Source: an optimization exercise on an open RTL-to-GDS flow (aim: small area). Production flows keep margins and buffers that such runs may drop. At most, simulation tests tie the RTL to the original design; equivalence was not proved. Function not checked in run 2: the RTL went through the layout flow alone. Power and IR drop assume default switching activity.

[flow/config.mk]
export PLATFORM = sky130hd
export DESIGN_NAME = systolic_array
export DESIGN_NICKNAME = systolic_array
export VERILOG_FILES = /design/flow/design.v
export SDC_FILE = /design/flow/constraint.sdc
export NUM_CORES = 4
export LEC_CHECK = 0
export CAP_MARGIN = 20
export CORE_MARGIN = 2
export CORE_UTILIZATION = 40
export SLEW_MARGIN = 20
export SYNTH_HIERARCHICAL = 1
[flow/constraint.sdc]
create_clock -name core_clock -period 5.4 [get_ports {clk_in}]
set_input_delay 1.0800 -clock core_clock [delete_from_list [all_inputs] [get_ports {clk_in}]]
set_output_delay 1.0800 -clock core_clock [all_outputs]
set_load 0.01 [all_outputs]
[flow/design.v]
package systolic_pkg;
    localparam int ACT_W    = 9;
    localparam int WEIGHT_W = 9;
    localparam int PSUM_W   = 20;
    localparam int SLOT_W   = 4;
    typedef logic signed [ACT_W-1:0] act_t;
    typedef logic signed [WEIGHT_W-1:0] weight_t;
    typedef logic signed [PSUM_W-1:0] psum_t;
    typedef logic [SLOT_W-1:0] slot_t;
    typedef struct packed {
        logic    en;
        slot_t   slot;
        weight_t value;
    } weight_wr_t;
endpackage
module row_mac (
    input  logic [8:0]  a0, a1, a2, a3,
    input  logic [8:0]  w0, w1, w2, w3,
    input  logic [19:0] p,
    output logic [5:0]  lo,
    output logic [19:6] cx,
    output logic [18:6] cy
);
    logic [19:0] pn;
    assign pn = ~p;
    logic t0, t1;
    fa u_t0 (.a(~(a0[0] & w0[0])), .b(~(a1[0] & w1[0])), .c(~(a2[0] & w2[0])), .s(t0), .co(t1));
    logic t2, t3;
    fa u_t2 (.a(~(a3[0] & w3[0])), .b(t0), .c(pn[0]), .s(t2), .co(t3));
    logic t4, t5;
    fa u_t4 (.a(~(a0[0] & w0[1])), .b(~(a0[1] & w0[0])), .c(~(a1[0] & w1[1])), .s(t4), .co(t5));
    logic t6, t7;
    fa u_t6 (.a(~(a1[1] & w1[0])), .b(~(a2[0] & w2[1])), .c(~(a2[1] & w2[0])), .s(t6), .co(t7));
    logic t8, t9;
    fa u_t8 (.a(~(a3[0] & w3[1])), .b(~(a3[1] & w3[0])), .c(t1), .s(t8), .co(t9));
    logic t10, t11;
    fa u_t10 (.a(t4), .b(t6), .c(pn[1]), .s(t10), .co(t11));
    logic t12, t13;
    fa u_t12 (.a(t8), .b(t3), .c(t10), .s(t12), .co(t13));
    logic t14, t15;
    fa u_t14 (.a(~(a0[0] & w0[2])), .b(~(a0[1] & w0[1])), .c(~(a0[2] & w0[0])), .s(t14), .co(t15));
    logic t16, t17;
    fa u_t16 (.a(~(a1[0] & w1[2])), .b(~(a1[1] & w1[1])), .c(~(a1[2] & w1[0])), .s(t16), .co(t17));
    logic t18, t19;
    fa u_t18 (.a(~(a2[0] & w2[2])), .b(~(a2[1] & w2[1])), .c(~(a2[2] & w2[0])), .s(t18), .co(t19));
    logic t20, t21;
    fa u_t20 (.a(~(a3[0] & w3[2])), .b(~(a3[1] & w3[1])), .c(~(a3[2] & w3[0])), .s(t20), .co(t21));
    logic t22, t23;
    fa u_t22 (.a(t5), .b(t7), .c(t14), .s(t22), .co(t23));
    logic t24, t25;
    fa u_t24 (.a(t16), .b(t18), .c(t20), .s(t24), .co(t25));
    logic t26, t27;
    fa u_t26 (.a(pn[2]), .b(t9), .c(t22), .s(t26), .co(t27));
    logic t28, t29;
    fa u_t28 (.a(t24), .b(t11), .c(t26), .s(t28), .co(t29));
    logic t30, t31;
    han u_t30 (.a(t13), .b(t28), .s(t30), .co(t31));
    logic t32, t33;
    fa u_t32 (.a(~(a0[0] & w0[3])), .b(~(a0[1] & w0[2])), .c(~(a0[2] & w0[1])), .s(t32), .co(t33));
    logic t34, t35;
    fa u_t34 (.a(~(a0[3] & w0[0])), .b(~(a1[0] & w1[3])), .c(~(a1[1] & w1[2])), .s(t34), .co(t35));
    logic t36, t37;
    fa u_t36 (.a(~(a1[2] & w1[1])), .b(~(a1[3] & w1[0])), .c(~(a2[0] & w2[3])), .s(t36), .co(t37));
    logic t38, t39;
    fa u_t38 (.a(~(a2[1] & w2[2])), .b(~(a2[2] & w2[1])), .c(~(a2[3] & w2[0])), .s(t38), .co(t39));
    logic t40, t41;
    fa u_t40 (.a(~(a3[0] & w3[3])), .b(~(a3[1] & w3[2])), .c(~(a3[2] & w3[1])), .s(t40), .co(t41));
    logic t42, t43;
    fa u_t42 (.a(~(a3[3] & w3[0])), .b(t15), .c(t17), .s(t42), .co(t43));
    logic t44, t45;
    fa u_t44 (.a(t19), .b(t21), .c(t32), .s(t44), .co(t45));
    logic t46, t47;
    fa u_t46 (.a(t34), .b(t36), .c(t38), .s(t46), .co(t47));
    logic t48, t49;
    fa u_t48 (.a(t40), .b(pn[3]), .c(t23), .s(t48), .co(t49));
    logic t50, t51;
    fa u_t50 (.a(t25), .b(t42), .c(t44), .s(t50), .co(t51));
    logic t52, t53;
    fa u_t52 (.a(t46), .b(t27), .c(t48), .s(t52), .co(t53));
    logic t54, t55;
    fa u_t54 (.a(t50), .b(t29), .c(t52), .s(t54), .co(t55));
    logic t56, t57;
    han u_t56 (.a(t31), .b(t54), .s(t56), .co(t57));
    logic t58, t59;
    fa u_t58 (.a(~(a0[0] & w0[4])), .b(~(a0[1] & w0[3])), .c(~(a0[2] & w0[2])), .s(t58), .co(t59));
    logic t60, t61;
    fa u_t60 (.a(~(a0[3] & w0[1])), .b(~(a0[4] & w0[0])), .c(~(a1[0] & w1[4])), .s(t60), .co(t61));
    logic t62, t63;
    fa u_t62 (.a(~(a1[1] & w1[3])), .b(~(a1[2] & w1[2])), .c(~(a1[3] & w1[1])), .s(t62), .co(t63));
    logic t64, t65;
    fa u_t64 (.a(~(a1[4] & w1[0])), .b(~(a2[0] & w2[4])), .c(~(a2[1] & w2[3])), .s(t64), .co(t65));
    logic t66, t67;
    fa u_t66 (.a(~(a2[2] & w2[2])), .b(~(a2[3] & w2[1])), .c(~(a2[4] & w2[0])), .s(t66), .co(t67));
    logic t68, t69;
    fa u_t68 (.a(~(a3[0] & w3[4])), .b(~(a3[1] & w3[3])), .c(~(a3[2] & w3[2])), .s(t68), .co(t69));
    logic t70, t71;
    fa u_t70 (.a(~(a3[3] & w3[1])), .b(~(a3[4] & w3[0])), .c(t33), .s(t70), .co(t71));
    logic t72, t73;
    fa u_t72 (.a(t35), .b(t37), .c(t39), .s(t72), .co(t73));
    logic t74, t75;
    fa u_t74 (.a(t41), .b(t58), .c(t60), .s(t74), .co(t75));
    logic t76, t77;
    fa u_t76 (.a(t62), .b(t64), .c(t66), .s(t76), .co(t77));
    logic t78, t79;
    fa u_t78 (.a(t68), .b(pn[4]), .c(t43), .s(t78), .co(t79));
    logic t80, t81;
    fa u_t80 (.a(t45), .b(t47), .c(t70), .s(t80), .co(t81));
    logic t82, t83;
    fa u_t82 (.a(t72), .b(t74), .c(t76), .s(t82), .co(t83));
    logic t84, t85;
    fa u_t84 (.a(t49), .b(t78), .c(t51), .s(t84), .co(t85));
    logic t86, t87;
    fa u_t86 (.a(t80), .b(t82), .c(t53), .s(t86), .co(t87));
    logic t88, t89;
    fa u_t88 (.a(t84), .b(t55), .c(t86), .s(t88), .co(t89));
    logic t90, t91;
    han u_t90 (.a(t57), .b(t88), .s(t90), .co(t91));
    logic t92, t93;
    fa u_t92 (.a(~(a0[0] & w0[5])), .b(~(a0[1] & w0[4])), .c(~(a0[2] & w0[3])), .s(t92), .co(t93));
    logic t94, t95;
    fa u_t94 (.a(~(a0[3] & w0[2])), .b(~(a0[4] & w0[1])), .c(~(a0[5] & w0[0])), .s(t94), .co(t95));
    logic t96, t97;
    fa u_t96 (.a(~(a1[0] & w1[5])), .b(~(a1[1] & w1[4])), .c(~(a1[2] & w1[3])), .s(t96), .co(t97));
    logic t98, t99;
    fa u_t98 (.a(~(a1[3] & w1[2])), .b(~(a1[4] & w1[1])), .c(~(a1[5] & w1[0])), .s(t98), .co(t99));
    logic t100, t101;
    fa u_t100 (.a(~(a2[0] & w2[5])), .b(~(a2[1] & w2[4])), .c(~(a2[2] & w2[3])), .s(t100), .co(t101));
    logic t102, t103;
    fa u_t102 (.a(~(a2[3] & w2[2])), .b(~(a2[4] & w2[1])), .c(~(a2[5] & w2[0])), .s(t102), .co(t103));
    logic t104, t105;
    fa u_t104 (.a(~(a3[0] & w3[5])), .b(~(a3[1] & w3[4])), .c(~(a3[2] & w3[3])), .s(t104), .co(t105));
    logic t106, t107;
    fa u_t106 (.a(~(a3[3] & w3[2])), .b(~(a3[4] & w3[1])), .c(~(a3[5] & w3[0])), .s(t106), .co(t107));
    logic t108, t109;
    fa u_t108 (.a(t59), .b(t61), .c(t63), .s(t108), .co(t109));
    logic t110, t111;
    fa u_t110 (.a(t65), .b(t67), .c(t69), .s(t110), .co(t111));
    logic t112, t113;
    fa u_t112 (.a(t92), .b(t94), .c(t96), .s(t112), .co(t113));
    logic t114, t115;
    fa u_t114 (.a(t98), .b(t100), .c(t102), .s(t114), .co(t115));
    logic t116, t117;
    fa u_t116 (.a(t104), .b(t106), .c(pn[5]), .s(t116), .co(t117));
    logic t118, t119;
    fa u_t118 (.a(t71), .b(t73), .c(t75), .s(t118), .co(t119));
    logic t120, t121;
    fa u_t120 (.a(t77), .b(t108), .c(t110), .s(t120), .co(t121));
    logic t122, t123;
    fa u_t122 (.a(t112), .b(t114), .c(t79), .s(t122), .co(t123));
    logic t124, t125;
    fa u_t124 (.a(t116), .b(t81), .c(t83), .s(t124), .co(t125));
    logic t126, t127;
    fa u_t126 (.a(t118), .b(t120), .c(t122), .s(t126), .co(t127));
    logic t128, t129;
    fa u_t128 (.a(t85), .b(t124), .c(t87), .s(t128), .co(t129));
    logic t130, t131;
    fa u_t130 (.a(t126), .b(t89), .c(t128), .s(t130), .co(t131));
    logic t132, t133;
    han u_t132 (.a(t91), .b(t130), .s(t132), .co(t133));
    logic t134, t135;
    fa u_t134 (.a(~(a0[0] & w0[6])), .b(~(a0[1] & w0[5])), .c(~(a0[2] & w0[4])), .s(t134), .co(t135));
    logic t136, t137;
    fa u_t136 (.a(~(a0[3] & w0[3])), .b(~(a0[4] & w0[2])), .c(~(a0[5] & w0[1])), .s(t136), .co(t137));
    logic t138, t139;
    fa u_t138 (.a(~(a0[6] & w0[0])), .b(~(a1[0] & w1[6])), .c(~(a1[1] & w1[5])), .s(t138), .co(t139));
    logic t140, t141;
    fa u_t140 (.a(~(a1[2] & w1[4])), .b(~(a1[3] & w1[3])), .c(~(a1[4] & w1[2])), .s(t140), .co(t141));
    logic t142, t143;
    fa u_t142 (.a(~(a1[5] & w1[1])), .b(~(a1[6] & w1[0])), .c(~(a2[0] & w2[6])), .s(t142), .co(t143));
    logic t144, t145;
    fa u_t144 (.a(~(a2[1] & w2[5])), .b(~(a2[2] & w2[4])), .c(~(a2[3] & w2[3])), .s(t144), .co(t145));
    logic t146, t147;
    fa u_t146 (.a(~(a2[4] & w2[2])), .b(~(a2[5] & w2[1])), .c(~(a2[6] & w2[0])), .s(t146), .co(t147));
    logic t148, t149;
    fa u_t148 (.a(~(a3[0] & w3[6])), .b(~(a3[1] & w3[5])), .c(~(a3[2] & w3[4])), .s(t148), .co(t149));
    logic t150, t151;
    fa u_t150 (.a(~(a3[3] & w3[3])), .b(~(a3[4] & w3[2])), .c(~(a3[5] & w3[1])), .s(t150), .co(t151));
    logic t152, t153;
    fa u_t152 (.a(~(a3[6] & w3[0])), .b(t93), .c(t95), .s(t152), .co(t153));
    logic t154, t155;
    fa u_t154 (.a(t97), .b(t99), .c(t101), .s(t154), .co(t155));
    logic t156, t157;
    fa u_t156 (.a(t103), .b(t105), .c(t107), .s(t156), .co(t157));
    logic t158, t159;
    fa u_t158 (.a(t134), .b(t136), .c(t138), .s(t158), .co(t159));
    logic t160, t161;
    fa u_t160 (.a(t140), .b(t142), .c(t144), .s(t160), .co(t161));
    logic t162, t163;
    fa u_t162 (.a(t146), .b(t148), .c(t150), .s(t162), .co(t163));
    logic t164, t165;
    fa u_t164 (.a(pn[6]), .b(t109), .c(t111), .s(t164), .co(t165));
    logic t166, t167;
    fa u_t166 (.a(t113), .b(t115), .c(t152), .s(t166), .co(t167));
    logic t168, t169;
    fa u_t168 (.a(t154), .b(t156), .c(t158), .s(t168), .co(t169));
    logic t170, t171;
    fa u_t170 (.a(t160), .b(t162), .c(t117), .s(t170), .co(t171));
    logic t172, t173;
    fa u_t172 (.a(t119), .b(t121), .c(t164), .s(t172), .co(t173));
    logic t174, t175;
    fa u_t174 (.a(t166), .b(t168), .c(t123), .s(t174), .co(t175));
    logic t176, t177;
    fa u_t176 (.a(t170), .b(t125), .c(t172), .s(t176), .co(t177));
    logic t178, t179;
    fa u_t178 (.a(t127), .b(t174), .c(t176), .s(t178), .co(t179));
    logic t180, t181;
    fa u_t180 (.a(t129), .b(t178), .c(t131), .s(t180), .co(t181));
    logic t182, t183;
    fa u_t182 (.a(~(a0[0] & w0[7])), .b(~(a0[1] & w0[6])), .c(~(a0[2] & w0[5])), .s(t182), .co(t183));
    logic t184, t185;
    fa u_t184 (.a(~(a0[3] & w0[4])), .b(~(a0[4] & w0[3])), .c(~(a0[5] & w0[2])), .s(t184), .co(t185));
    logic t186, t187;
    fa u_t186 (.a(~(a0[6] & w0[1])), .b(~(a0[7] & w0[0])), .c(~(a1[0] & w1[7])), .s(t186), .co(t187));
    logic t188, t189;
    fa u_t188 (.a(~(a1[1] & w1[6])), .b(~(a1[2] & w1[5])), .c(~(a1[3] & w1[4])), .s(t188), .co(t189));
    logic t190, t191;
    fa u_t190 (.a(~(a1[4] & w1[3])), .b(~(a1[5] & w1[2])), .c(~(a1[6] & w1[1])), .s(t190), .co(t191));
    logic t192, t193;
    fa u_t192 (.a(~(a1[7] & w1[0])), .b(~(a2[0] & w2[7])), .c(~(a2[1] & w2[6])), .s(t192), .co(t193));
    logic t194, t195;
    fa u_t194 (.a(~(a2[2] & w2[5])), .b(~(a2[3] & w2[4])), .c(~(a2[4] & w2[3])), .s(t194), .co(t195));
    logic t196, t197;
    fa u_t196 (.a(~(a2[5] & w2[2])), .b(~(a2[6] & w2[1])), .c(~(a2[7] & w2[0])), .s(t196), .co(t197));
    logic t198, t199;
    fa u_t198 (.a(~(a3[0] & w3[7])), .b(~(a3[1] & w3[6])), .c(~(a3[2] & w3[5])), .s(t198), .co(t199));
    logic t200, t201;
    fa u_t200 (.a(~(a3[3] & w3[4])), .b(~(a3[4] & w3[3])), .c(~(a3[5] & w3[2])), .s(t200), .co(t201));
    logic t202, t203;
    fa u_t202 (.a(~(a3[6] & w3[1])), .b(~(a3[7] & w3[0])), .c(t135), .s(t202), .co(t203));
    logic t204, t205;
    fa u_t204 (.a(t137), .b(t139), .c(t141), .s(t204), .co(t205));
    logic t206, t207;
    fa u_t206 (.a(t143), .b(t145), .c(t147), .s(t206), .co(t207));
    logic t208, t209;
    fa u_t208 (.a(t149), .b(t151), .c(t182), .s(t208), .co(t209));
    logic t210, t211;
    fa u_t210 (.a(t184), .b(t186), .c(t188), .s(t210), .co(t211));
    logic t212, t213;
    fa u_t212 (.a(t190), .b(t192), .c(t194), .s(t212), .co(t213));
    logic t214, t215;
    fa u_t214 (.a(t196), .b(t198), .c(t200), .s(t214), .co(t215));
    logic t216, t217;
    fa u_t216 (.a(pn[7]), .b(t153), .c(t155), .s(t216), .co(t217));
    logic t218, t219;
    fa u_t218 (.a(t157), .b(t159), .c(t161), .s(t218), .co(t219));
    logic t220, t221;
    fa u_t220 (.a(t163), .b(t202), .c(t204), .s(t220), .co(t221));
    logic t222, t223;
    fa u_t222 (.a(t206), .b(t208), .c(t210), .s(t222), .co(t223));
    logic t224, t225;
    fa u_t224 (.a(t212), .b(t214), .c(t165), .s(t224), .co(t225));
    logic t226, t227;
    fa u_t226 (.a(t167), .b(t216), .c(t169), .s(t226), .co(t227));
    logic t228, t229;
    fa u_t228 (.a(t218), .b(t220), .c(t222), .s(t228), .co(t229));
    logic t230, t231;
    fa u_t230 (.a(t171), .b(t173), .c(t224), .s(t230), .co(t231));
    logic t232, t233;
    fa u_t232 (.a(t226), .b(t228), .c(t175), .s(t232), .co(t233));
    logic t234, t235;
    fa u_t234 (.a(t177), .b(t230), .c(t232), .s(t234), .co(t235));
    logic t236, t237;
    han u_t236 (.a(t179), .b(t234), .s(t236), .co(t237));
    logic t238, t239;
    fa u_t238 (.a((a0[0] & w0[8])), .b(~(a0[1] & w0[7])), .c(~(a0[2] & w0[6])), .s(t238), .co(t239));
    logic t240, t241;
    fa u_t240 (.a(~(a0[3] & w0[5])), .b(~(a0[4] & w0[4])), .c(~(a0[5] & w0[3])), .s(t240), .co(t241));
    logic t242, t243;
    fa u_t242 (.a(~(a0[6] & w0[2])), .b(~(a0[7] & w0[1])), .c((a0[8] & w0[0])), .s(t242), .co(t243));
    logic t244, t245;
    fa u_t244 (.a((a1[0] & w1[8])), .b(~(a1[1] & w1[7])), .c(~(a1[2] & w1[6])), .s(t244), .co(t245));
    logic t246, t247;
    fa u_t246 (.a(~(a1[3] & w1[5])), .b(~(a1[4] & w1[4])), .c(~(a1[5] & w1[3])), .s(t246), .co(t247));
    logic t248, t249;
    fa u_t248 (.a(~(a1[6] & w1[2])), .b(~(a1[7] & w1[1])), .c((a1[8] & w1[0])), .s(t248), .co(t249));
    logic t250, t251;
    fa u_t250 (.a((a2[0] & w2[8])), .b(~(a2[1] & w2[7])), .c(~(a2[2] & w2[6])), .s(t250), .co(t251));
    logic t252, t253;
    fa u_t252 (.a(~(a2[3] & w2[5])), .b(~(a2[4] & w2[4])), .c(~(a2[5] & w2[3])), .s(t252), .co(t253));
    logic t254, t255;
    fa u_t254 (.a(~(a2[6] & w2[2])), .b(~(a2[7] & w2[1])), .c((a2[8] & w2[0])), .s(t254), .co(t255));
    logic t256, t257;
    fa u_t256 (.a((a3[0] & w3[8])), .b(~(a3[1] & w3[7])), .c(~(a3[2] & w3[6])), .s(t256), .co(t257));
    logic t258, t259;
    fa u_t258 (.a(~(a3[3] & w3[5])), .b(~(a3[4] & w3[4])), .c(~(a3[5] & w3[3])), .s(t258), .co(t259));
    logic t260, t261;
    fa u_t260 (.a(~(a3[6] & w3[2])), .b(~(a3[7] & w3[1])), .c((a3[8] & w3[0])), .s(t260), .co(t261));
    logic t262, t263;
    fa u_t262 (.a(t183), .b(t185), .c(t187), .s(t262), .co(t263));
    logic t264, t265;
    fa u_t264 (.a(t189), .b(t191), .c(t193), .s(t264), .co(t265));
    logic t266, t267;
    fa u_t266 (.a(t195), .b(t197), .c(t199), .s(t266), .co(t267));
    logic t268, t269;
    fa u_t268 (.a(t201), .b(t238), .c(t240), .s(t268), .co(t269));
    logic t270, t271;
    fa u_t270 (.a(t242), .b(t244), .c(t246), .s(t270), .co(t271));
    logic t272, t273;
    fa u_t272 (.a(t248), .b(t250), .c(t252), .s(t272), .co(t273));
    logic t274, t275;
    fa u_t274 (.a(t254), .b(t256), .c(t258), .s(t274), .co(t275));
    logic t276, t277;
    fa u_t276 (.a(t260), .b(pn[8]), .c(t203), .s(t276), .co(t277));
    logic t278, t279;
    fa u_t278 (.a(t205), .b(t207), .c(t209), .s(t278), .co(t279));
    logic t280, t281;
    fa u_t280 (.a(t211), .b(t213), .c(t215), .s(t280), .co(t281));
    logic t282, t283;
    fa u_t282 (.a(t262), .b(t264), .c(t266), .s(t282), .co(t283));
    logic t284, t285;
    fa u_t284 (.a(t268), .b(t270), .c(t272), .s(t284), .co(t285));
    logic t286, t287;
    fa u_t286 (.a(t274), .b(t217), .c(t219), .s(t286), .co(t287));
    logic t288, t289;
    fa u_t288 (.a(t221), .b(t276), .c(t223), .s(t288), .co(t289));
    logic t290, t291;
    fa u_t290 (.a(t278), .b(t280), .c(t282), .s(t290), .co(t291));
    logic t292, t293;
    fa u_t292 (.a(t284), .b(t225), .c(t227), .s(t292), .co(t293));
    logic t294, t295;
    fa u_t294 (.a(t286), .b(t229), .c(t288), .s(t294), .co(t295));
    logic t296, t297;
    fa u_t296 (.a(t290), .b(t231), .c(t292), .s(t296), .co(t297));
    logic t298, t299;
    fa u_t298 (.a(t294), .b(t233), .c(t296), .s(t298), .co(t299));
    logic t300, t301;
    han u_t300 (.a(t235), .b(t298), .s(t300), .co(t301));
    logic t302, t303;
    fa u_t302 (.a((a0[1] & w0[8])), .b(~(a0[2] & w0[7])), .c(~(a0[3] & w0[6])), .s(t302), .co(t303));
    logic t304, t305;
    fa u_t304 (.a(~(a0[4] & w0[5])), .b(~(a0[5] & w0[4])), .c(~(a0[6] & w0[3])), .s(t304), .co(t305));
    logic t306, t307;
    fa u_t306 (.a(~(a0[7] & w0[2])), .b((a0[8] & w0[1])), .c((a1[1] & w1[8])), .s(t306), .co(t307));
    logic t308, t309;
    fa u_t308 (.a(~(a1[2] & w1[7])), .b(~(a1[3] & w1[6])), .c(~(a1[4] & w1[5])), .s(t308), .co(t309));
    logic t310, t311;
    fa u_t310 (.a(~(a1[5] & w1[4])), .b(~(a1[6] & w1[3])), .c(~(a1[7] & w1[2])), .s(t310), .co(t311));
    logic t312, t313;
    fa u_t312 (.a((a1[8] & w1[1])), .b((a2[1] & w2[8])), .c(~(a2[2] & w2[7])), .s(t312), .co(t313));
    logic t314, t315;
    fa u_t314 (.a(~(a2[3] & w2[6])), .b(~(a2[4] & w2[5])), .c(~(a2[5] & w2[4])), .s(t314), .co(t315));
    logic t316, t317;
    fa u_t316 (.a(~(a2[6] & w2[3])), .b(~(a2[7] & w2[2])), .c((a2[8] & w2[1])), .s(t316), .co(t317));
    logic t318, t319;
    fa u_t318 (.a((a3[1] & w3[8])), .b(~(a3[2] & w3[7])), .c(~(a3[3] & w3[6])), .s(t318), .co(t319));
    logic t320, t321;
    fa u_t320 (.a(~(a3[4] & w3[5])), .b(~(a3[5] & w3[4])), .c(~(a3[6] & w3[3])), .s(t320), .co(t321));
    logic t322, t323;
    fa u_t322 (.a(~(a3[7] & w3[2])), .b((a3[8] & w3[1])), .c(t239), .s(t322), .co(t323));
    logic t324, t325;
    fa u_t324 (.a(t241), .b(t243), .c(t245), .s(t324), .co(t325));
    logic t326, t327;
    fa u_t326 (.a(t247), .b(t249), .c(t251), .s(t326), .co(t327));
    logic t328, t329;
    fa u_t328 (.a(t253), .b(t255), .c(t257), .s(t328), .co(t329));
    logic t330, t331;
    fa u_t330 (.a(t259), .b(t261), .c(t302), .s(t330), .co(t331));
    logic t332, t333;
    fa u_t332 (.a(t304), .b(t306), .c(t308), .s(t332), .co(t333));
    logic t334, t335;
    fa u_t334 (.a(t310), .b(t312), .c(t314), .s(t334), .co(t335));
    logic t336, t337;
    fa u_t336 (.a(t316), .b(t318), .c(t320), .s(t336), .co(t337));
    logic t338, t339;
    fa u_t338 (.a(pn[9]), .b(t263), .c(t265), .s(t338), .co(t339));
    logic t340, t341;
    fa u_t340 (.a(t267), .b(t269), .c(t271), .s(t340), .co(t341));
    logic t342, t343;
    fa u_t342 (.a(t273), .b(t275), .c(t322), .s(t342), .co(t343));
    logic t344, t345;
    fa u_t344 (.a(t324), .b(t326), .c(t328), .s(t344), .co(t345));
    logic t346, t347;
    fa u_t346 (.a(t330), .b(t332), .c(t334), .s(t346), .co(t347));
    logic t348, t349;
    fa u_t348 (.a(t336), .b(t277), .c(t279), .s(t348), .co(t349));
    logic t350, t351;
    fa u_t350 (.a(t281), .b(t283), .c(t338), .s(t350), .co(t351));
    logic t352, t353;
    fa u_t352 (.a(t285), .b(t340), .c(t342), .s(t352), .co(t353));
    logic t354, t355;
    fa u_t354 (.a(t344), .b(t346), .c(t287), .s(t354), .co(t355));
    logic t356, t357;
    fa u_t356 (.a(t289), .b(t291), .c(t348), .s(t356), .co(t357));
    logic t358, t359;
    fa u_t358 (.a(t350), .b(t352), .c(t293), .s(t358), .co(t359));
    logic t360, t361;
    fa u_t360 (.a(t354), .b(t295), .c(t356), .s(t360), .co(t361));
    logic t362, t363;
    fa u_t362 (.a(t297), .b(t358), .c(t360), .s(t362), .co(t363));
    logic t364, t365;
    han u_t364 (.a(t299), .b(t362), .s(t364), .co(t365));
    logic t366, t367;
    fa u_t366 (.a((a0[2] & w0[8])), .b(~(a0[3] & w0[7])), .c(~(a0[4] & w0[6])), .s(t366), .co(t367));
    logic t368, t369;
    fa u_t368 (.a(~(a0[5] & w0[5])), .b(~(a0[6] & w0[4])), .c(~(a0[7] & w0[3])), .s(t368), .co(t369));
    logic t370, t371;
    fa u_t370 (.a((a0[8] & w0[2])), .b((a1[2] & w1[8])), .c(~(a1[3] & w1[7])), .s(t370), .co(t371));
    logic t372, t373;
    fa u_t372 (.a(~(a1[4] & w1[6])), .b(~(a1[5] & w1[5])), .c(~(a1[6] & w1[4])), .s(t372), .co(t373));
    logic t374, t375;
    fa u_t374 (.a(~(a1[7] & w1[3])), .b((a1[8] & w1[2])), .c((a2[2] & w2[8])), .s(t374), .co(t375));
    logic t376, t377;
    fa u_t376 (.a(~(a2[3] & w2[7])), .b(~(a2[4] & w2[6])), .c(~(a2[5] & w2[5])), .s(t376), .co(t377));
    logic t378, t379;
    fa u_t378 (.a(~(a2[6] & w2[4])), .b(~(a2[7] & w2[3])), .c((a2[8] & w2[2])), .s(t378), .co(t379));
    logic t380, t381;
    fa u_t380 (.a((a3[2] & w3[8])), .b(~(a3[3] & w3[7])), .c(~(a3[4] & w3[6])), .s(t380), .co(t381));
    logic t382, t383;
    fa u_t382 (.a(~(a3[5] & w3[5])), .b(~(a3[6] & w3[4])), .c(~(a3[7] & w3[3])), .s(t382), .co(t383));
    logic t384, t385;
    fa u_t384 (.a((a3[8] & w3[2])), .b(t303), .c(t305), .s(t384), .co(t385));
    logic t386, t387;
    fa u_t386 (.a(t307), .b(t309), .c(t311), .s(t386), .co(t387));
    logic t388, t389;
    fa u_t388 (.a(t313), .b(t315), .c(t317), .s(t388), .co(t389));
    logic t390, t391;
    fa u_t390 (.a(t319), .b(t321), .c(t366), .s(t390), .co(t391));
    logic t392, t393;
    fa u_t392 (.a(t368), .b(t370), .c(t372), .s(t392), .co(t393));
    logic t394, t395;
    fa u_t394 (.a(t374), .b(t376), .c(t378), .s(t394), .co(t395));
    logic t396, t397;
    fa u_t396 (.a(t380), .b(t382), .c(pn[10]), .s(t396), .co(t397));
    logic t398, t399;
    fa u_t398 (.a(t323), .b(t325), .c(t327), .s(t398), .co(t399));
    logic t400, t401;
    fa u_t400 (.a(t329), .b(t331), .c(t333), .s(t400), .co(t401));
    logic t402, t403;
    fa u_t402 (.a(t335), .b(t337), .c(t384), .s(t402), .co(t403));
    logic t404, t405;
    fa u_t404 (.a(t386), .b(t388), .c(t390), .s(t404), .co(t405));
    logic t406, t407;
    fa u_t406 (.a(t392), .b(t394), .c(t339), .s(t406), .co(t407));
    logic t408, t409;
    fa u_t408 (.a(t396), .b(t341), .c(t343), .s(t408), .co(t409));
    logic t410, t411;
    fa u_t410 (.a(t345), .b(t398), .c(t347), .s(t410), .co(t411));
    logic t412, t413;
    fa u_t412 (.a(t400), .b(t402), .c(t404), .s(t412), .co(t413));
    logic t414, t415;
    fa u_t414 (.a(t349), .b(t351), .c(t406), .s(t414), .co(t415));
    logic t416, t417;
    fa u_t416 (.a(t353), .b(t408), .c(t410), .s(t416), .co(t417));
    logic t418, t419;
    fa u_t418 (.a(t412), .b(t355), .c(t357), .s(t418), .co(t419));
    logic t420, t421;
    fa u_t420 (.a(t414), .b(t416), .c(t359), .s(t420), .co(t421));
    logic t422, t423;
    fa u_t422 (.a(t361), .b(t418), .c(t420), .s(t422), .co(t423));
    logic t424, t425;
    han u_t424 (.a(t363), .b(t365), .s(t424), .co(t425));
    logic t426, t427;
    ha u_t426 (.a((a0[3] & w0[8])), .b(~(a0[4] & w0[7])), .s(t426), .co(t427));
    logic t428, t429;
    fa u_t428 (.a(~(a0[5] & w0[6])), .b(~(a0[6] & w0[5])), .c(~(a0[7] & w0[4])), .s(t428), .co(t429));
    logic t430, t431;
    fa u_t430 (.a((a0[8] & w0[3])), .b((a1[3] & w1[8])), .c(~(a1[4] & w1[7])), .s(t430), .co(t431));
    logic t432, t433;
    fa u_t432 (.a(~(a1[5] & w1[6])), .b(~(a1[6] & w1[5])), .c(~(a1[7] & w1[4])), .s(t432), .co(t433));
    logic t434, t435;
    fa u_t434 (.a((a1[8] & w1[3])), .b((a2[3] & w2[8])), .c(~(a2[4] & w2[7])), .s(t434), .co(t435));
    logic t436, t437;
    fa u_t436 (.a(~(a2[5] & w2[6])), .b(~(a2[6] & w2[5])), .c(~(a2[7] & w2[4])), .s(t436), .co(t437));
    logic t438, t439;
    fa u_t438 (.a((a2[8] & w2[3])), .b((a3[3] & w3[8])), .c(~(a3[4] & w3[7])), .s(t438), .co(t439));
    logic t440, t441;
    fa u_t440 (.a(~(a3[5] & w3[6])), .b(~(a3[6] & w3[5])), .c(~(a3[7] & w3[4])), .s(t440), .co(t441));
    logic t442, t443;
    fa u_t442 (.a((a3[8] & w3[3])), .b(t367), .c(t369), .s(t442), .co(t443));
    logic t444, t445;
    fa u_t444 (.a(t371), .b(t373), .c(t375), .s(t444), .co(t445));
    logic t446, t447;
    fa u_t446 (.a(t377), .b(t379), .c(t381), .s(t446), .co(t447));
    logic t448, t449;
    fa u_t448 (.a(t383), .b(t426), .c(t428), .s(t448), .co(t449));
    logic t450, t451;
    fa u_t450 (.a(t430), .b(t432), .c(t434), .s(t450), .co(t451));
    logic t452, t453;
    fa u_t452 (.a(t436), .b(t438), .c(t440), .s(t452), .co(t453));
    logic t454, t455;
    fa u_t454 (.a(pn[11]), .b(t385), .c(t387), .s(t454), .co(t455));
    logic t456, t457;
    fa u_t456 (.a(t389), .b(t391), .c(t393), .s(t456), .co(t457));
    logic t458, t459;
    fa u_t458 (.a(t395), .b(t442), .c(t444), .s(t458), .co(t459));
    logic t460, t461;
    fa u_t460 (.a(t446), .b(t448), .c(t450), .s(t460), .co(t461));
    logic t462, t463;
    fa u_t462 (.a(t452), .b(t397), .c(t399), .s(t462), .co(t463));
    logic t464, t465;
    fa u_t464 (.a(t401), .b(t403), .c(t454), .s(t464), .co(t465));
    logic t466, t467;
    fa u_t466 (.a(t405), .b(t456), .c(t458), .s(t466), .co(t467));
    logic t468, t469;
    fa u_t468 (.a(t460), .b(t407), .c(t409), .s(t468), .co(t469));
    logic t470, t471;
    fa u_t470 (.a(t462), .b(t411), .c(t464), .s(t470), .co(t471));
    logic t472, t473;
    fa u_t472 (.a(t413), .b(t466), .c(t415), .s(t472), .co(t473));
    logic t474, t475;
    fa u_t474 (.a(t468), .b(t417), .c(t470), .s(t474), .co(t475));
    logic t476, t477;
    fa u_t476 (.a(t419), .b(t472), .c(t474), .s(t476), .co(t477));
    logic t478, t479;
    fa u_t478 (.a(t421), .b(t476), .c(t423), .s(t478), .co(t479));
    logic t480, t481;
    fa u_t480 (.a((a0[4] & w0[8])), .b(~(a0[5] & w0[7])), .c(~(a0[6] & w0[6])), .s(t480), .co(t481));
    logic t482, t483;
    fa u_t482 (.a(~(a0[7] & w0[5])), .b((a0[8] & w0[4])), .c((a1[4] & w1[8])), .s(t482), .co(t483));
    logic t484, t485;
    fa u_t484 (.a(~(a1[5] & w1[7])), .b(~(a1[6] & w1[6])), .c(~(a1[7] & w1[5])), .s(t484), .co(t485));
    logic t486, t487;
    fa u_t486 (.a((a1[8] & w1[4])), .b((a2[4] & w2[8])), .c(~(a2[5] & w2[7])), .s(t486), .co(t487));
    logic t488, t489;
    fa u_t488 (.a(~(a2[6] & w2[6])), .b(~(a2[7] & w2[5])), .c((a2[8] & w2[4])), .s(t488), .co(t489));
    logic t490, t491;
    fa u_t490 (.a((a3[4] & w3[8])), .b(~(a3[5] & w3[7])), .c(~(a3[6] & w3[6])), .s(t490), .co(t491));
    logic t492, t493;
    fa u_t492 (.a(~(a3[7] & w3[5])), .b((a3[8] & w3[4])), .c(t427), .s(t492), .co(t493));
    logic t494, t495;
    fa u_t494 (.a(t429), .b(t431), .c(t433), .s(t494), .co(t495));
    logic t496, t497;
    fa u_t496 (.a(t435), .b(t437), .c(t439), .s(t496), .co(t497));
    logic t498, t499;
    fa u_t498 (.a(t441), .b(t480), .c(t482), .s(t498), .co(t499));
    logic t500, t501;
    fa u_t500 (.a(t484), .b(t486), .c(t488), .s(t500), .co(t501));
    logic t502, t503;
    fa u_t502 (.a(t490), .b(pn[12]), .c(t443), .s(t502), .co(t503));
    logic t504, t505;
    fa u_t504 (.a(t445), .b(t447), .c(t449), .s(t504), .co(t505));
    logic t506, t507;
    fa u_t506 (.a(t451), .b(t453), .c(t492), .s(t506), .co(t507));
    logic t508, t509;
    fa u_t508 (.a(t494), .b(t496), .c(t498), .s(t508), .co(t509));
    logic t510, t511;
    fa u_t510 (.a(t500), .b(t455), .c(t457), .s(t510), .co(t511));
    logic t512, t513;
    fa u_t512 (.a(t459), .b(t502), .c(t461), .s(t512), .co(t513));
    logic t514, t515;
    fa u_t514 (.a(t504), .b(t506), .c(t508), .s(t514), .co(t515));
    logic t516, t517;
    fa u_t516 (.a(t463), .b(t465), .c(t467), .s(t516), .co(t517));
    logic t518, t519;
    fa u_t518 (.a(t510), .b(t512), .c(t514), .s(t518), .co(t519));
    logic t520, t521;
    fa u_t520 (.a(t469), .b(t471), .c(t516), .s(t520), .co(t521));
    logic t522, t523;
    fa u_t522 (.a(t518), .b(t473), .c(t475), .s(t522), .co(t523));
    logic t524, t525;
    fa u_t524 (.a(t520), .b(t477), .c(t522), .s(t524), .co(t525));
    logic t526, t527;
    fa u_t526 (.a((a0[5] & w0[8])), .b(~(a0[6] & w0[7])), .c(~(a0[7] & w0[6])), .s(t526), .co(t527));
    logic t528, t529;
    fa u_t528 (.a((a0[8] & w0[5])), .b((a1[5] & w1[8])), .c(~(a1[6] & w1[7])), .s(t528), .co(t529));
    logic t530, t531;
    fa u_t530 (.a(~(a1[7] & w1[6])), .b((a1[8] & w1[5])), .c((a2[5] & w2[8])), .s(t530), .co(t531));
    logic t532, t533;
    fa u_t532 (.a(~(a2[6] & w2[7])), .b(~(a2[7] & w2[6])), .c((a2[8] & w2[5])), .s(t532), .co(t533));
    logic t534, t535;
    fa u_t534 (.a((a3[5] & w3[8])), .b(~(a3[6] & w3[7])), .c(~(a3[7] & w3[6])), .s(t534), .co(t535));
    logic t536, t537;
    fa u_t536 (.a((a3[8] & w3[5])), .b(t481), .c(t483), .s(t536), .co(t537));
    logic t538, t539;
    fa u_t538 (.a(t485), .b(t487), .c(t489), .s(t538), .co(t539));
    logic t540, t541;
    fa u_t540 (.a(t491), .b(t526), .c(t528), .s(t540), .co(t541));
    logic t542, t543;
    fa u_t542 (.a(t530), .b(t532), .c(t534), .s(t542), .co(t543));
    logic t544, t545;
    fa u_t544 (.a(pn[13]), .b(t493), .c(t495), .s(t544), .co(t545));
    logic t546, t547;
    fa u_t546 (.a(t497), .b(t499), .c(t501), .s(t546), .co(t547));
    logic t548, t549;
    fa u_t548 (.a(t536), .b(t538), .c(t540), .s(t548), .co(t549));
    logic t550, t551;
    fa u_t550 (.a(t542), .b(t503), .c(t505), .s(t550), .co(t551));
    logic t552, t553;
    fa u_t552 (.a(t507), .b(t544), .c(t509), .s(t552), .co(t553));
    logic t554, t555;
    fa u_t554 (.a(t546), .b(t548), .c(t511), .s(t554), .co(t555));
    logic t556, t557;
    fa u_t556 (.a(t513), .b(t550), .c(t515), .s(t556), .co(t557));
    logic t558, t559;
    fa u_t558 (.a(t552), .b(t517), .c(t554), .s(t558), .co(t559));
    logic t560, t561;
    fa u_t560 (.a(t519), .b(t556), .c(t521), .s(t560), .co(t561));
    logic t562, t563;
    fa u_t562 (.a(t558), .b(t523), .c(t560), .s(t562), .co(t563));
    logic t564, t565;
    fa u_t564 (.a((a0[6] & w0[8])), .b(~(a0[7] & w0[7])), .c((a0[8] & w0[6])), .s(t564), .co(t565));
    logic t566, t567;
    fa u_t566 (.a((a1[6] & w1[8])), .b(~(a1[7] & w1[7])), .c((a1[8] & w1[6])), .s(t566), .co(t567));
    logic t568, t569;
    fa u_t568 (.a((a2[6] & w2[8])), .b(~(a2[7] & w2[7])), .c((a2[8] & w2[6])), .s(t568), .co(t569));
    logic t570, t571;
    fa u_t570 (.a((a3[6] & w3[8])), .b(~(a3[7] & w3[7])), .c((a3[8] & w3[6])), .s(t570), .co(t571));
    logic t572, t573;
    fa u_t572 (.a(t527), .b(t529), .c(t531), .s(t572), .co(t573));
    logic t574, t575;
    fa u_t574 (.a(t533), .b(t535), .c(t564), .s(t574), .co(t575));
    logic t576, t577;
    fa u_t576 (.a(t566), .b(t568), .c(t570), .s(t576), .co(t577));
    logic t578, t579;
    fa u_t578 (.a(pn[14]), .b(t537), .c(t539), .s(t578), .co(t579));
    logic t580, t581;
    fa u_t580 (.a(t541), .b(t543), .c(t572), .s(t580), .co(t581));
    logic t582, t583;
    fa u_t582 (.a(t574), .b(t576), .c(t545), .s(t582), .co(t583));
    logic t584, t585;
    fa u_t584 (.a(t547), .b(t578), .c(t549), .s(t584), .co(t585));
    logic t586, t587;
    fa u_t586 (.a(t580), .b(t551), .c(t582), .s(t586), .co(t587));
    logic t588, t589;
    fa u_t588 (.a(t553), .b(t584), .c(t555), .s(t588), .co(t589));
    logic t590, t591;
    fa u_t590 (.a(t586), .b(t557), .c(t559), .s(t590), .co(t591));
    logic t592, t593;
    fa u_t592 (.a(t588), .b(t561), .c(t590), .s(t592), .co(t593));
    logic t594, t595;
    fa u_t594 (.a((a0[7] & w0[8])), .b((a0[8] & w0[7])), .c((a1[7] & w1[8])), .s(t594), .co(t595));
    logic t596, t597;
    fa u_t596 (.a((a1[8] & w1[7])), .b((a2[7] & w2[8])), .c((a2[8] & w2[7])), .s(t596), .co(t597));
    logic t598, t599;
    fa u_t598 (.a((a3[7] & w3[8])), .b((a3[8] & w3[7])), .c(t565), .s(t598), .co(t599));
    logic t600, t601;
    fa u_t600 (.a(t567), .b(t569), .c(t571), .s(t600), .co(t601));
    logic t602, t603;
    fa u_t602 (.a(t594), .b(t596), .c(pn[15]), .s(t602), .co(t603));
    logic t604, t605;
    fa u_t604 (.a(t573), .b(t575), .c(t577), .s(t604), .co(t605));
    logic t606, t607;
    fa u_t606 (.a(t598), .b(t600), .c(t579), .s(t606), .co(t607));
    logic t608, t609;
    fa u_t608 (.a(t602), .b(t581), .c(t604), .s(t608), .co(t609));
    logic t610, t611;
    fa u_t610 (.a(t583), .b(t606), .c(t585), .s(t610), .co(t611));
    logic t612, t613;
    fa u_t612 (.a(t608), .b(t587), .c(t610), .s(t612), .co(t613));
    logic t614, t615;
    fa u_t614 (.a(t589), .b(t612), .c(t591), .s(t614), .co(t615));
    logic t616, t617;
    fa u_t616 (.a(~(a0[8] & w0[8])), .b(~(a1[8] & w1[8])), .c(~(a2[8] & w2[8])), .s(t616), .co(t617));
    logic t618, t619;
    fa u_t618 (.a(~(a3[8] & w3[8])), .b(t595), .c(t597), .s(t618), .co(t619));
    logic t620, t621;
    fa u_t620 (.a(t616), .b(pn[16]), .c(t599), .s(t620), .co(t621));
    logic t622, t623;
    fa u_t622 (.a(t601), .b(t618), .c(t603), .s(t622), .co(t623));
    logic t624, t625;
    fa u_t624 (.a(t605), .b(t620), .c(t607), .s(t624), .co(t625));
    logic t626, t627;
    fa u_t626 (.a(t622), .b(t609), .c(t624), .s(t626), .co(t627));
    logic t628, t629;
    fa u_t628 (.a(t611), .b(t626), .c(t613), .s(t628), .co(t629));
    logic t630, t631;
    fa u_t630 (.a(t617), .b(pn[17]), .c(t619), .s(t630), .co(t631));
    logic t632, t633;
    fa u_t632 (.a(t621), .b(t630), .c(t623), .s(t632), .co(t633));
    logic t634, t635;
    fa u_t634 (.a(t625), .b(t632), .c(t627), .s(t634), .co(t635));
    logic t636, t637;
    fa u_t636 (.a(pn[18]), .b(t631), .c(t633), .s(t636), .co(t637));
    assign lo[0] = ~t2;
    assign lo[1] = ~t12;
    assign lo[2] = ~t30;
    assign lo[3] = ~t56;
    assign lo[4] = ~t90;
    assign lo[5] = ~t132;
    assign cx[6] = ~t133;
    assign cy[6] = ~t180;
    assign cx[7] = ~t236;
    assign cy[7] = ~t181;
    assign cx[8] = ~t237;
    assign cy[8] = ~t300;
    assign cx[9] = ~t301;
    assign cy[9] = ~t364;
    assign cx[10] = ~t422;
    assign cy[10] = ~t424;
    assign cx[11] = ~t425;
    assign cy[11] = ~t478;
    assign cx[12] = ~t524;
    assign cy[12] = ~t479;
    assign cx[13] = ~t525;
    assign cy[13] = ~t562;
    assign cx[14] = ~t563;
    assign cy[14] = ~t592;
    assign cx[15] = ~t593;
    assign cy[15] = ~t614;
    assign cx[16] = ~t628;
    assign cy[16] = ~t615;
    assign cx[17] = ~t634;
    assign cy[17] = ~t629;
    assign cx[18] = ~t636;
    assign cy[18] = ~t635;
    assign cx[19] = ~(1'b0 ^ pn[19] ^ t637);
endmodule
module fa (
    input  logic a, b, c,
    output logic s, co
);
    assign s  = a ^ b ^ c;
    assign co = (a & b) | (a & c) | (b & c);
endmodule
module ha (
    input  logic a, b,
    output logic s, co
);
    assign s  = a ^ b;
    assign co = a & b;
endmodule
module han (
    input  logic a, b,
    output logic s, co
);
    assign s  = ~(a ^ b);
    assign co = a | b;
endmodule
module systolic_array
(
    input  logic                      clk_in,
    input  logic                      rst_in,
    input  logic                      load_weight_in,
    input  systolic_pkg::weight_t     weight_in,
    input  systolic_pkg::act_t  [3:0] act_col_in,
    input  systolic_pkg::psum_t [3:0] psum_row_in,
    output systolic_pkg::psum_t [3:0] psum_row_out,
    output systolic_pkg::act_t  [3:0] act_col_out
);
    localparam int SPLIT = 6;
    logic [3:0] slot_cnt;
    always_ff @(posedge clk_in or negedge rst_in) begin
        if (!rst_in)              slot_cnt <= '0;
        else if (!load_weight_in) slot_cnt <= '0;
        else                      slot_cnt <= slot_cnt + 4'd1;
    end
    logic       wen   [4];
    logic [3:0] wslot [4];
    systolic_pkg::weight_t wval [4];
    assign wen[0]   = load_weight_in;
    assign wslot[0] = slot_cnt;
    assign wval[0]  = weight_in;
    always_ff @(posedge clk_in or negedge rst_in) begin
        if (!rst_in) begin
            wen[1] <= 1'b0;
            wen[2] <= 1'b0;
            wen[3] <= 1'b0;
        end else begin
            wen[1] <= wen[0] & (wslot[0][1:0] != 2'd3);
            wen[2] <= wen[1] & (wslot[1][1:0] != 2'd2);
            wen[3] <= wen[2] & (wslot[2][1:0] == 2'd0);
        end
    end
    always_ff @(posedge clk_in) begin
        wslot[1] <= wslot[0];
        wslot[2] <= wslot[1];
        wslot[3] <= wslot[2];
        wval[1]  <= wval[0];
        wval[2]  <= wval[1];
        wval[3]  <= wval[2];
    end
    systolic_pkg::weight_t wbank [4][4];
    for (genvar r = 0; r < 4; r++) begin : g_wr
        for (genvar c = 0; c < 4; c++) begin : g_wc
            always_ff @(posedge clk_in or negedge rst_in) begin
                if (!rst_in)
                    wbank[r][c] <= '0;
                else if (wen[3-c] && wslot[3-c] == 4'(4*r+c))
                    wbank[r][c] <= wval[3-c];
            end
        end
    end
    systolic_pkg::act_t act_d [7][4];
    for (genvar c = 0; c < 4; c++) begin : g_act
        localparam int DEPTH = (c == 0) ? 7 : (c == 1) ? 6 : 5;
        always_ff @(posedge clk_in or negedge rst_in) begin
            if (!rst_in) begin
                for (int d = 0; d < DEPTH; d++) act_d[d][c] <= '0;
            end else begin
                act_d[0][c] <= act_col_in[c];
                for (int d = 1; d < DEPTH; d++) act_d[d][c] <= act_d[d-1][c];
            end
        end
        assign act_col_out[c] = act_d[4][c];
    end
    for (genvar r = 0; r < 4; r++) begin : g_row
        logic [SPLIT-1:0]  lo, lo_q;
        logic [19:SPLIT]   cx, cx_q;
        logic [18:SPLIT]   cy, cy_q;
        row_mac u_mac (
            .a0 (act_d[3+r][0]), .a1 (act_d[2+r][1]), .a2 (act_d[1+r][2]), .a3 (act_d[r][3]),
            .w0 (wbank[r][0]),   .w1 (wbank[r][1]),   .w2 (wbank[r][2]),   .w3 (wbank[r][3]),
            .p  (psum_row_in[r]),
            .lo (lo), .cx (cx), .cy (cy)
        );
        always_ff @(posedge clk_in or negedge rst_in) begin
            if (!rst_in) begin
                lo_q <= '0;
                cx_q <= '0;
                cy_q <= '0;
            end else begin
                lo_q <= lo;
                cx_q <= cx;
                cy_q <= cy;
            end
        end
        assign psum_row_out[r] = {cx_q + {1'b0, cy_q}, lo_q};
    end
endmodule
[flow/run.sh]
#!/bin/bash
# synth_recipe.tcl (not shown) runs the flow's synth.tcl, then flattens the netlist and writes it again
# the make line also repeats each setting of config.mk as NAME=value (left out here)
make -C /OpenROAD-flow-scripts/flow DESIGN_CONFIG=/design/flow/config.mk WORK_HOME=/design/flow/orfs CLKGATE_MAP_FILE= SYNTH_SCRIPT=/design/flow/synth_recipe.tcl finish
==> qor.csv, run 1 <==
stage;metric;value;unit
run_status;status;timing/DRC/antenna clean;
yosys;ys_top_cells_by_area;fa_1 (47%), dfrtp_1 (23%), nand2_1 (7.7%);
worst_setup_path;worst-r2r-setup-slack;0.23;ns
worst_setup_path;setup_crit_start_kind;register;
power;p_int;21.3;mW
power;irDropWorstVdd;1.66;mV
yosys;synth-warning-count;17;
routing;wirelength;154;mm
power;switching_power_share_of_the_total;46.0;%
cts;cts-htree-levels;2;
yosys;combinational_family_with_the_most_area_after_synthesis;adder cells;
global_routing;grt_max_degree;137;
worst_setup_path;worstSetupStartpoint;act_d[10][3];
yosys;synth_top_area_share;47.4;%
cts;cts_setup_buffers;0;
yosys;most_frequently_used_cell_type_in_the_post_synthesis_netlist;fa_1;
cts;ctsRootBufferMaster;clkbuf_16;
yosys;cell_count_after_synthesis;4248;
yosys;synth_enable_flop_cells;0;
yosys;syn_nets;5709;
die;design.core.area;131000;sq um
cells_and_area;final_layout_size_suffix_gt1_share;9.43;%
timing;report.final.slew_viol_count;0;
global_routing;gr-usage-all-layers;23.7;%
worst_setup_path;timing.reg2reg.worst_path_depth;11;
die;start_util;40.2;%
die;std_cell_rows;133;
global_routing;initial_antenna_violation_count;8;
power;clock_power_share;10.4;%
die;dieArea;134000;sq um
cts;cts_resized;0;
yosys;synth.ff_latch_count;529;
cts;tritoncts;built;
place;place.gp.congestion;0.958;
power;p_leak;21.1;nW
timing;skew;0.0376;ns
worst_setup_path;worstSetupEndpoint;g_row[1].cy_q[11];
routing;routed_via_density;5.18;
worst_setup_path;r2r-end;g_row[1].cy_q[11];
worst_setup_path;worstPathMaxFanout;10;
worst_setup_path;worst-endpoint-arrival;5.70;ns
power;share_comb_of_total_power;73.3;%
yosys;yosys_most_used_dff;dfrtp_1;
worst_setup_path;timing.setup.critical_path_class;register to register;
place;numPlacedInstances;6138;
timing;timing.fmax;194;MHz
timing;totalNegativeSetupSlack;0;ns
cells_and_area;design.final.nets;5901;
cts;cts_num_sinks;529;
cts;cts_inserted_buffers;55;
routing;detailroute.via_count;32300;
place;port-buffer-count;243;
yosys;postSynth.asyncResetShare;92.6;%
die;die_y;367;um
timing;timing.slew.headroom;34.0;%
yosys;synth_mux_area_share;3.16;%
power;p_per_area;688;nW/um^2
timing;rsz_0062_raised_after_global_routing;false;
yosys;yosys-top-cells-count;fa_1 (1244), nand2_1 (1072), dfrtp_1 (490);
yosys;post_synthesis_adder_cell_area_fraction;49.5;%
global_routing;overflow;0;
worst_setup_path;worstPathRequired;5.94;ns
yosys;area_fraction_in_compound_gates_after_synthesis;1.51;%
yosys;syn-cell-area;52600;sq um
worst_hold_path;worst_hold_path_type;register to register;
cts;ctsHoldBuffers;0;
cells_and_area;syn2layout_area_growth;9.25;%
place;place.detailed.hpwl;127;mm
job;timing.max_cap.violations;0;
cells_and_area;layout_filler_cell_count;12200;
cells_and_area;post_layout_nonfiller_instances;6243;
yosys;synth_xor_area_share;0.699;%
yosys;seq_total_area_yosys;24.8;%
routing;antenna_violating_nets_post_route;0;
routing;wl_per_cell;24.6;um
worst_setup_path;timing.rr.start;act_d[10][3];
yosys;synthesis.area_per_instance;12.4;sq um
routing;dr.first_iter.drc_count;2692;
timing;report.final.hold_viol_count;0;
worst_setup_path;setup.worst_path.end_class;register;
die;floorplan.io_pins;244;
yosys;synth_top_area_cell;fa_1;
power;power_frac_seq;16.3;%
cts;clock_latency_at_the_later_pin_of_the_worst_skew_pair;0.68;ns
global_routing;first_global_vias;36000;
routing;drt_drc_violations_left;0;
routing;dr.pass1.iters;6;
die;die_x;367;um
power;switching_power;18.2;mW
timing;max_slew.worst_pin.slew;0.987;ns
timing;min_period_over_period;95.7;%
timing;setup_violations;0;
cts;clk_path_buf_depth;3;
timing;final.min_clock_period;5.17;ns
global_routing;grt_first_pass_wirelength;234;mm
yosys;synth-simple-area-share;12.2;%
cts;clkSlewWorstSetupHoldPaths;0.07;ns
yosys;synth_cell_type_count;66;
==> how the worst min path moves through the flow <==
stage / start / endpoint / slack (ns) / cells past startpoint
after floorplan: wslot[1][1] / wslot[2][1] / 0.32 / 0
after global placement: wslot[1][1] / wslot[2][1] / 0.33 / 0
after detailed placement: act_d[4][6] / act_d[8][6] / 0.33 / 0
after CTS: act_d[5][8] / act_d[9][8] / 0.33 / 0
after global routing: act_d[5][8] / act_d[9][8] / 0.35 / 0
final: wslot[1][1] / wslot[2][1] / 0.33 / 0
==> area by class of cell <==
class,instances,area [sq um],share of cell area [%]
clock inverters,27,353,0.614
repair buffers,403,3680,6.40
flip-flops and latches,529,13000,22.7
diodes,2,5.00,0.00871
multi-input cells,3089,35200,61.3
inverters,362,1360,2.37
well taps,1755,2200,3.82
clock buffers,76,1580,2.75
==> modules after synthesis (local to each module, per instance) <==
module,flops+latches,times used
fa,0,1240
ha,0,4
han,0,32
row_mac,0,4
systolic_array,529,1
==> registers in the layout, summed over array words and instances (netlist names) <==
register / count
act_d: 207
g_row.cy_q: 52
wslot: 12
g_row.lo_q: 24
g_row.cx_q: 56
wbank: 144
wen: 3
wval: 27
slot_cnt: 4
==> logic make-up (layout without fill, tap and decap cells) <==
logic type      after synthesis  after routing
flops                       529            529
xor+xnor                     42             42
compound gates              113            113
other cells                   0              2
fa+ha+maj                  1333           1333
mux                         148            148
simple gates               1453           1453
buf+inv                     630            868
==> layout by cell type, fill, tap and decap left out, types with 30 or more instances in the layout <==
| cell | count |
|---|---|
| buf_4 | 157 |
| ha_1 | 89 |
| dfxtp_1 | 39 |
| clkbuf_16 | 58 |
| a21oi_1 | 30 |
| nor2_1 | 32 |
| inv_1 | 362 |
| nand2_1 | 1072 |
| clkdlybuf4s50_1 | 242 |
| and2_1 | 260 |
| mux2_2 | 145 |
| fa_1 | 1244 |
| dfrtp_1 | 489 |
==> per-layer routing <==
| layer | routed length [um] | GRT usage (%) |
|---|---|---|
| met1 | 57900 | 30.9 |
| met5 | 13 | 0 |
| met2 | 74900 | 38.8 |
| met4 | 6590 | 8.46 |
| met3 | 14400 | 5.38 |
==> power by group through the flow <==
stage | clock, mW | combinational, mW | sequential (mW)
final | 4.09 | 29.0 | 6.45
after global routing | 4.36 | 34.9 | 6.46
after CTS | 4.18 | 30.3 | 6.40
after detailed placement | 0 | 30.1 | 6.47
after global placement | 0 | 29.7 | 6.47
after floorplan | 0 | 23.2 | 5.81
==> through the flow <==
step / hold slack [ns] / power, mW / util [%] / worst slack, ns / instance area, sq um
final: 0.332 / 39.5 / 43.9 / 0.233 / 57500
after global routing: 0.347 / 45.7 / 43.9 / 0.0457 / 57500
after CTS: 0.328 / 40.8 / 43.9 / 0.0118 / 57400
after detailed placement: 0.335 / 36.5 / 42.4 / 0.0671 / 55500
after global placement: 0.329 / 36.1 / 42.4 / 0.0920 / 55500
after floorplan: 0.324 / 29.0 / - / 0.726 / 52600
==> critical path, stage by stage, from the launching register on <==
cell and delay, ns:
dfrtp_1 0.82, nand2_1 0.18, fa_1 0.54, fa_1 0.42, fa_1 0.45, fa_1 0.46
fa_1 0.39, fa_1 0.40, fa_1 0.45, fa_1 0.38, fa_1 0.49, inv_1 0.04
==> run 2, diff against run 1 <==
--- a/flow/design.v
+++ b/flow/design.v
@@ -714,6 +714,58 @@
     output logic s, co
 );
-    assign s  = ~(a ^ b);
-    assign co = a | b;
+    xnor_g u_s  (.a(a), .b(b), .y(s));
+    or_g   u_co (.a(a), .b(b), .y(co));
+endmodule
+module xnor_g (
+    input  logic a, b,
+    output logic y
+);
+    assign y = ~(a ^ b);
+endmodule
+module or_g (
+    input  logic a, b,
+    output logic y
+);
+    assign y = a | b;
+endmodule
+module out_add (
+    input  logic [19:6] x,
+    input  logic [18:6] y,
+    output logic [19:6] s
+);
+    logic [18:6] g, p;
+    logic [19:6] c;
+    out_pg    u_pg  (.x (x[18:6]), .y (y), .g (g), .p (p));
+    out_carry u_cy  (.g (g), .p (p), .c (c));
+    out_sum   u_sum (.x (x), .p (p), .c (c), .s (s));
+endmodule
+module out_pg (
+    input  logic [18:6] x, y,
+    output logic [18:6] g, p
+);
+    assign g = x & y;
+    assign p = x ^ y;
+endmodule
+module out_carry (
+    input  logic [18:6] g, p,
+    output logic [19:6] c
+);
+    assign c[6] = 1'b0;
+    for (genvar i = 6; i < 19; i++) begin : g_c
+        if ((i - 6) % 2 == 1 && i > 6) begin : g_skip
+            assign c[i+1] = g[i] | (p[i] & g[i-1]) | (p[i] & p[i-1] & c[i-1]);
+        end else begin : g_one
+            assign c[i+1] = g[i] | (p[i] & c[i]);
+        end
+    end
+endmodule
+module out_sum (
+    input  logic [19:6] x,
+    input  logic [18:6] p,
+    input  logic [19:6] c,
+    output logic [19:6] s
+);
+    assign s[18:6] = p ^ c[18:6];
+    assign s[19] = x[19] ^ c[19];
 endmodule
 module systolic_array
@@ -805,5 +857,6 @@
             end
         end
-        assign psum_row_out[r] = {cx_q + {1'b0, cy_q}, lo_q};
+        out_add u_add (.x (cx_q), .y (cy_q), .s (psum_row_out[r][19:SPLIT]));
+        assign psum_row_out[r][SPLIT-1:0] = lo_q;
     end
 endmodule
--- a/flow/config.mk
+++ b/flow/config.mk
@@ -6,7 +6,8 @@
 export NUM_CORES = 4
 export LEC_CHECK = 0
-export CAP_MARGIN = 20
+export CAP_MARGIN = 0
 export CORE_MARGIN = 2
-export CORE_UTILIZATION = 40
-export SLEW_MARGIN = 20
+export CORE_UTILIZATION = 60
+export CTS_BUF_LIST = sky130_fd_sc_hd__clkbuf_4 sky130_fd_sc_hd__clkbuf_8
+export SLEW_MARGIN = 0
 export SYNTH_HIERARCHICAL = 1
==> qor.csv, run 2 <==
stage;metric;value;unit;change
place;place.gp.congestion;0.988;;+3.1%
timing;timing.slew.headroom;32.6;%;-1.4 points
cells_and_area;multiInputGateArea;34800;sq um;-1.3%
yosys;synthesis.area_per_instance;12.8;sq um;+3.6%
yosys;ys_top_cells_by_area;fa_1 (48%), dfrtp_1 (24%), nand2_1 (7.6%);;
power;report.power.total;39.8;mW;+0.72%
cts;clock_latency_at_the_later_pin_of_the_worst_skew_pair;0.75;ns;+0.07 ns
die;die_x;298;um;-19%
worst_hold_path;whs_path_depth;0;;unchanged
cells_and_area;most_common_library_cell_in_the_layout_ignoring_fill_and_taps;fa_1;;
cells_and_area;number_of_flip_flops_under_the_largest_register_name;207;;unchanged
worst_setup_path;crit_chain;nand2_1, fa_1, fa_1, fa_1, fa_1, fa_1, fa_1, fa_1, fa_1, inv_1;;
power;power_frac_seq;16.3;%;about the same
cells_and_area;design.final.nets;5650;;-4.3%
power;switching_power;17.9;mW;-1.6%
timing;timing.fmax;190;MHz;-2.0%
timing;post-route-worst-setup-slack;0.127;ns;-0.106 ns
die;die_y;298;um;-19%
job;timing.max_cap.violations;0;;unchanged
die;std_cell_rows;107;;-20%
cells_and_area;mostFrequentLayoutCells;fa_1 (1240), nand2_1 (1048), dfrtp_1 (489), and2_1 (260), clkdlybuf4s50_1 (242);;
cts;cts_inserted_buffers;91;;+65%
worst_setup_path;worstPathRequired;6.00;ns;+0.06 ns
cts;cts_resized;0;;unchanged
routing;detailroute.via_count;32100;;-0.65%
worst_setup_path;timing.setup.critical_path_class;register to register;;
yosys;syn-cell-area;51700;sq um;-1.7%
yosys;synth.ff_latch_count;529;;unchanged
place;worst_setup_slack_after_placement;0.0554;ns;-0.0117 ns
yosys;syn_nets;5457;;-4.4%
yosys;yosys-top-cells-count;fa_1 (1240), nand2_1 (1048), dfrtp_1 (490);;
power;p_leak;20.3;nW;-3.4%
global_routing;grt_max_degree;134;;-2.2%
power;irDropWorstVdd;2.05;mV;+24%
global_routing;first_global_vias;37400;;+4.0%
timing;skew;0.0562;ns;+0.0186 ns
cts;ctsRootBufferMaster;clkbuf_8;;
yosys;seq_total_area_yosys;25.2;%;+0.43 points
cts;clkSlewWorstSetupHoldPaths;0.07;ns;about the same
worst_setup_path;r2r-end;g_row[2].cy_q[11];;
cells_and_area;layout_filler_cell_count;6602;;-46%
power;clock_power_share;10.1;%;-0.3 points
power;p_per_area;716;nW/um^2;+4.1%
cells_and_area;stdcell_area;55600;sq um;-3.3%
die;floorplan.io_pins;244;;unchanged
yosys;synth_enable_flop_cells;0;;unchanged
timing;report.final.slew_viol_count;0;;unchanged
place;place.detailed.hpwl;125;mm;-1.7%
cells_and_area;final_layout_size_suffix_gt1_share;11.4;%;+1.9 points
place;numPlacedInstances;5276;;-14%
worst_setup_path;max_stage_delay;0.91;ns;+0.09 ns
die;design.core.area;85300;sq um;-35%
cts;cts-htree-levels;3;;+1
routing;wl_per_cell;28.4;um;+15%
yosys;synth-warning-count;17;;unchanged
cts;tritoncts;built;;
yosys;yosys_most_used_dff;dfrtp_1;;
timing;min_period_over_period;97.6;%;+2.0 points
timing;max_slew.worst_pin.slew;1.01;ns;+0.0234 ns
worst_setup_path;timing.rr.start;act_d[17][2];;
cts;cts_num_sinks;529;;unchanged
routing;drt_drc_violations_left;0;;unchanged
die;start_util;60.6;%;+20 points
place;port-buffer-count;243;;unchanged
yosys;cell_count_after_synthesis;4032;;-5.1%
yosys;most_frequently_used_cell_type_in_the_post_synthesis_netlist;fa_1;;
timing;rsz_0062_raised_after_global_routing;false;;
cts;cts_setup_buffers;0;;unchanged
cells_and_area;largest_register;act_d;;
timing;final.min_clock_period;5.27;ns;+0.106 ns
timing;setup_violations;0;;unchanged
routing;routed_via_density;5.90;;+14%
cells_and_area;post_layout_nonfiller_instances;5445;;-13%
worst_hold_path;hp-start;act_d[4][0];;
power;switching_power_share_of_the_total;45.0;%;-1.0 points
routing;dr.pass1.iters;8;;+2
timing;hold_ws;0.309;ns;-0.0232 ns
yosys;postSynth.asyncResetShare;92.6;%;unchanged
global_routing;grt_first_pass_wirelength;235;mm;+0.23%
place;place_area;53600;sq um;-3.5%
worst_setup_path;worst-r2r-setup-slack;0.13;ns;-0.11 ns
cells_and_area;area.sequential;13000;sq um;unchanged
timing;report.final.hold_viol_count;0;;unchanged
yosys;synth_top_area_share;48.0;%;+0.66 points
global_routing;overflow;0;;unchanged
worst_setup_path;path_buf_inv;1;;unchanged
global_routing;gr-usage-all-layers;36.7;%;+13 points
worst_setup_path;setup.worst_path.end_class;register;;
worst_setup_path;cp_max_delay_cell;dfrtp_1;;
die;dieArea;88500;sq um;-34%
yosys;synth_cell_type_count;45;;-32%
routing;wirelength;154;mm;+0.39%
global_routing;initial_antenna_violation_count;5;;-3
worst_setup_path;timing.critical_path.mode_cell;fa_1;;
cells_and_area;leading_registers_by_flop_count;act_d (207), wbank (144), g_row.cx_q (56);;
worst_setup_path;timing.reg2reg.worst_path_depth;10;;-1
cts;ctsHoldBuffers;0;;unchanged
timing;totalNegativeSetupSlack;0;ns;unchanged
run_status;status;timing/DRC/antenna clean;;
worst_setup_path;critical-path-top-delay-family;adder cells;;
cells_and_area;syn2layout_area_growth;7.50;%;
power;share_comb_of_total_power;73.6;%;+0.3 points
cells_and_area;finish.utilization;65.2;%;+21 points
routing;dr.first_iter.drc_count;2885;;+7.2%
worst_setup_path;worstPathMaxFanout;11;;+1
worst_hold_path;worst_hold_path_ep;act_d[8][0];;
routing;antenna_violating_nets_post_route;0;;unchanged
yosys;synth_top_area_cell;fa_1;;
worst_setup_path;worst-endpoint-arrival;5.88;ns;+0.18 ns
worst_hold_path;worst_hold_path_type;register to register;;
worst_setup_path;setup_crit_start_kind;register;;
power;p_int;21.9;mW;+2.7%
cts;clk_path_buf_depth;3;;unchanged
run 2: cells by family after synthesis:
kind of cell / share of synthesized area, %
and+or+nand+nor: 11.9
adders and majority gates: 49.4
DFF: 25.2
buffers and inverters: 7.49
muxes: 3.27
xor gates and xnor gates: 1.59
AOI/OAI and AO/OA: 1.06
other: 0.0290
run 2: Yosys stat by module (local to each module, per instance), a selection:
module / cell area [sq um] / cells
out_pg: 163 / 13
or_g: 6.26 / 1
ha: 12.5 / 1
xnor_g: 8.76 / 1
out_carry: 218 / 34
systolic_array: 15100 / 720
run 2: per-layer routing:
layer / up-vias / global-route usage, % / wire length (um)
met2: 1941 / 60.7 / 76100
met5: - / 0.162 / 24
met1: 17200 / 45.6 / 54100
met3: 577 / 7.89 / 13600
li1: 12400 / - / -
met4: 4 / 19.8 / 10500
run 2: cell type report:
cell class	count	share of cell area [%]
multi-input combinational	3006	62.6
sequential	529	23.5
timing repair buffer	374	6.24
clock buffer	143	3.20
tap	1144	2.58
inverter	223	1.51
clock inverter	22	0.396
antenna	4	0.0180
run 2: power by group through the flow:
stage	Sequential, mW	Combinational, mW	Clock [mW]
after floorplan	5.80	23.1	0
after global placement	6.44	29.3	0
after detailed placement	6.47	30.0	0
after CTS	6.40	30.1	4.11
after global routing	6.46	34.0	4.31
final	6.48	29.3	4.04
run 2: how the worst max path moves through the flow:
stage | start | end | slack [ns] | depth (start not counted)
finish | act_d[17][2] | g_row[2].cy_q[11] | 0.13 | 10
global route | act_d[17][2] | g_row[2].cy_q[11] | 0.04 | 10
CTS | act_d[16][1] | g_row[1].cy_q[11] | 0.06 | 11
detailed placement | act_d[16][1] | g_row[1].cy_q[11] | 0.06 | 11
global placement | act_d[16][1] | g_row[1].cy_q[11] | 0.07 | 11
floorplan | act_d[16][0] | g_row[1].cy_q[11] | 0.73 | 11

separate check: timing with driven ports:
No port has a modelled driver above. Below, the same layouts with a new extraction and two added sets of constraints. Step 1 assumes that a clkbuf_16 drives the clock port and a buf_2 every other input. Step 2 moves the port delays by t, midway between the first and last clock arrival at a register: inputs arrive t later, outputs are due t later. That takes back most of the time a late clock gives input paths. a / b / c = ideal ports / drivers / drivers and shift; a / b = the first two.
| run | t (ns) | setup slack, ns | hold WS [ns] | slew at the worst register clock pin (ns) |
|---|---|---|---|---|
| run 1 | 0.732 | 0.233 / 0.233 / 0.233 | 0.332 / 0.332 / 0.332 | 0.07 / 0.07 |
| run 2 | 0.789 | 0.127 / 0.127 / 0.127 | 0.309 / 0.309 / 0.309 | 0.07 / 0.07 |
After both steps setup and hold are still met in every run listed.
